What follows belongs to an exercise in optimizing a design on an open flow for a short achievable clock period and few clock cycles per item; a production flow would make more cautious choices. Power and IR drop assume default switching activity.

## red
==> flow/design.v <==
`timescale 1ns/10ps
`default_nettype none
package fwd_pkg;
	typedef logic [32-1:0] data_t;
	typedef logic [4-1:0] addr_t;
	typedef logic [4:0] plen_t;
	typedef enum logic {FILL, HOLD} buf_state_t;
	typedef enum logic [1:0] {IDLE, READ, DRAIN, GAP} fwd_state_t;
endpackage
`default_nettype wire
`timescale 1ns/10ps
`default_nettype none
module fwd_top (
	input wire logic clk,
	input wire logic reset,
	input wire logic left_in_valid,
	input wire fwd_pkg::data_t left_in_data,
	input wire logic left_in_last,
	output wire logic left_in_ready,
	input wire logic right_in_valid,
	input wire fwd_pkg::data_t right_in_data,
	input wire logic right_in_last,
	output wire logic right_in_ready,
	output wire logic out_valid,
	output wire fwd_pkg::data_t out_data,
	output wire logic out_last
);
	localparam int D = 24;
	localparam int T = 2 * D;
	localparam int G = 8;
	localparam int N = 2 * D;
	localparam int NG = (N + G - 1) / G;
	logic [1:0] in_valid, in_last;
	fwd_pkg::data_t in_data [2];
	assign in_valid = {right_in_valid, left_in_valid};
	assign in_last = {right_in_last, left_in_last};
	assign in_data[0] = left_in_data;
	assign in_data[1] = right_in_data;
	logic [1:0] rdy_q;         
	logic [1:0] v_q;           
	logic [1:0] l_q;           
	fwd_pkg::data_t d_q [2];   
	logic [1:0] push_q;        
	logic [3:0] wc [2];        
	logic [3:0] plen_q [2];    
	logic [D-1:0] wp [2];      
	logic [D-1:0] occ [2];     
	fwd_pkg::data_t mem [N];   
	logic [1:0] cons;          
	assign left_in_ready = rdy_q[0];
	assign right_in_ready = rdy_q[1];
	for (genvar L = 0; L < 2; L++) begin : g_lane
		logic inc;
		logic [D-1:0] occ_n;
		assign inc = in_valid[L] && rdy_q[L];
		always_comb begin
			occ_n = occ[L];
			if (inc && !cons[L]) occ_n = {occ[L][D-2:0], 1'b1};
			else if (!inc && cons[L]) occ_n = {1'b0, occ[L][D-1:1]};
		end
		always_ff @(posedge clk) begin
			d_q[L] <= in_data[L];
			l_q[L] <= in_last[L];
			if (reset) begin
				rdy_q[L] <= 1'b1;
				v_q[L] <= 1'b0;
				push_q[L] <= 1'b0;
				wc[L] <= '0;
				wp[L] <= D'(1);
				occ[L] <= '0;
			end else begin
				rdy_q[L] <= !occ_n[D-1];
				v_q[L] <= inc;
				push_q[L] <= v_q[L] && l_q[L];
				occ[L] <= occ_n;
				if (v_q[L]) begin
					wc[L] <= l_q[L] ? 4'd0 : wc[L] + 4'd1;
					wp[L] <= {wp[L][D-2:0], wp[L][D-1]};
				end
			end
			if (v_q[L] && l_q[L]) plen_q[L] <= wc[L];
		end
		for (genvar i = 0; i < D; i++) begin : g_slot
			always_ff @(posedge clk) begin
				if (v_q[L] && wp[L][i]) mem[L*D+i] <= d_q[L];
			end
		end
	end
	logic [4:0] tq [T];
	logic [T-1:0] twp, trp;    
	logic [T-1:0] tcnt;        
	logic [4:0] th;
	logic th_v;
	logic tpop, tload;
	logic [4:0] tq_rd;
	always_comb begin
		tq_rd = '0;
		for (int i = 0; i < T; i++) tq_rd |= tq[i] & {5{trp[i]}};
	end
	for (genvar i = 0; i < T; i++) begin : g_tag
		always_ff @(posedge clk) begin
			if (push_q[0] && twp[i]) tq[i] <= {1'b0, plen_q[0]};
			else if (push_q[1] && (push_q[0] ? twp[(i+T-1)%T] : twp[i])) tq[i] <= {1'b1, plen_q[1]};
		end
	end
	logic ld_q;                
	logic last_q;              
	logic sel_q;               
	logic [3:0] rem_q;         
	logic [D-1:0] rp [2];      
	logic [D-1:0] g [2];       
	logic boundary, nld, nsel;
	assign boundary = !ld_q || last_q;
	assign tpop = boundary && th_v;
	assign tload = (tpop || !th_v) && tcnt[0];
	assign nld = !boundary || th_v;
	assign nsel = boundary ? th[4] : sel_q;
	assign cons[0] = ld_q && !sel_q;
	assign cons[1] = ld_q && sel_q;
	always_ff @(posedge clk) begin
		if (reset) begin
			twp <= T'(1);
			trp <= T'(1);
			tcnt <= '0;
			th_v <= 1'b0;
		end else begin
			case (push_q)
				2'b01, 2'b10: twp <= {twp[T-2:0], twp[T-1]};
				2'b11: twp <= {twp[T-3:0], twp[T-1:T-2]};
				default: ;
			endcase
			if (tload) begin
				trp <= {trp[T-2:0], trp[T-1]};
				th_v <= 1'b1;
			end else if (tpop) begin
				th_v <= 1'b0;
			end
			case ({2'(push_q[0]) + 2'(push_q[1]), tload})
				{2'd1, 1'b0}: tcnt <= {tcnt[T-2:0], 1'b1};
				{2'd2, 1'b0}: tcnt <= {tcnt[T-3:0], 2'b11};
				{2'd2, 1'b1}: tcnt <= {tcnt[T-2:0], 1'b1};
				{2'd0, 1'b1}: tcnt <= {1'b0, tcnt[T-1:1]};
				default: ;
			endcase
		end
		if (tload) th <= tq_rd;
	end
	for (genvar L = 0; L < 2; L++) begin : g_rd
		logic [D-1:0] rp_n;
		assign rp_n = cons[L] ? {rp[L][D-2:0], rp[L][D-1]} : rp[L];
		always_ff @(posedge clk) begin
			if (reset) begin
				rp[L] <= D'(1);
				g[L] <= '0;
			end else begin
				rp[L] <= rp_n;
				g[L] <= (nld && (nsel == L[0])) ? rp_n : '0;
			end
		end
	end
	always_ff @(posedge clk) begin
		if (reset) begin
			ld_q <= 1'b0;
		end else begin
			ld_q <= nld;
		end
		sel_q <= nsel;
		rem_q <= boundary ? th[3:0] : rem_q - 4'd1;
		last_q <= boundary ? (th[3:0] == 4'd0) : (rem_q == 4'd1);
	end
	fwd_pkg::data_t pa [NG];
	logic lda_q, lasta_q;
	logic ov_q, ol_q;
	fwd_pkg::data_t od_q;
	fwd_pkg::data_t pb;
	for (genvar k = 0; k < NG; k++) begin : g_grp
		fwd_pkg::data_t s;
		always_comb begin
			s = '0;
			for (int i = k * G; i < (k + 1) * G && i < N; i++) s |= mem[i] & {32{g[i / D][i % D]}};
		end
		always_ff @(posedge clk) pa[k] <= s;
	end
	always_comb begin
		pb = '0;
		for (int k = 0; k < NG; k++) pb |= pa[k];
	end
	always_ff @(posedge clk) begin
		if (reset) begin
			lda_q <= 1'b0;
			ov_q <= 1'b0;
		end else begin
			lda_q <= ld_q;
			ov_q <= lda_q;
		end
		lasta_q <= last_q;
		ol_q <= lasta_q;
		od_q <= pb;
	end
	assign out_valid = ov_q;
	assign out_data = od_q;
	assign out_last = ol_q;
endmodule
`default_nettype wire
clock: 4.0 ns
lec_check: 0
abc_clock_period_in_ps: 1500
cap_margin: 20
core_margin: 5
core_utilization: 40
setup_slack_margin: 2.5
slew_margin: 20
run.sh (not shown) runs the stock make flow with config.mk's settings and CLKGATE_MAP_FILE= SYNTH_SCRIPT=/design/flow/synth_recipe.tcl, a recipe that flattens the netlist after the stock synthesis.
red reached the final stage; the timing, design-rule and antenna checks on its layout passed.
For blue, these inputs were changed with respect to red:
Settings: a deleted SETUP_SLACK_MARGIN that had been 2.5; a deleted ABC_CLOCK_PERIOD_IN_PS that had been 1500.
blue completed end to end with timing, DRC and antenna clean. In the metrics for red and blue, the one carrying the lower overall fraction of global-route tracks in use is blue. The wire length reported for blue is smaller than that of red by about 14%. NOTE overall power after layout red->blue decreased slightly. Relative to red, the estimated wirelength of the detail-placed design of blue is higher by about 6%.
No run of this note included a check of the RTL's function; only the layout flow was run.

-- afterwards: timing with drivers on the ports --
How much do the figures lean on ideal ports? The routed layouts below were timed once more, with nothing changed but the port constraints.
Step 1 assumes that a clkbuf_16 drives the clock port and a buf_2 every other input.
Step 2 adds t to the input delays and takes it off the output delays; t is the mean of the earliest and latest rising clock arrival at the registers after step 1. Input paths then give back, and output paths get back, about the clock's delay inside the block.
Three values: no drivers, after step 1, after step 2; two values: the first two.
run | t (ns) | setup slack, ns | hold slack, ns | slew at the worst register clock pin (ns) | cell pins on the clock port's net
red | 0.969 | 1.800 / 1.715 / 1.482 | 0.318 / 0.256 / 0.399 | 0.06 / 0.06 | 1
blue | 0.945 | 1.138 / 1.138 / 1.107 | 0.327 / 0.273 / 0.327 | 0.07 / 0.07 | 1
After both steps every run listed still meets setup and hold. The setup slack of red, which loses most, moves by -0.085 ns with the drivers and by -0.318 ns with both steps.
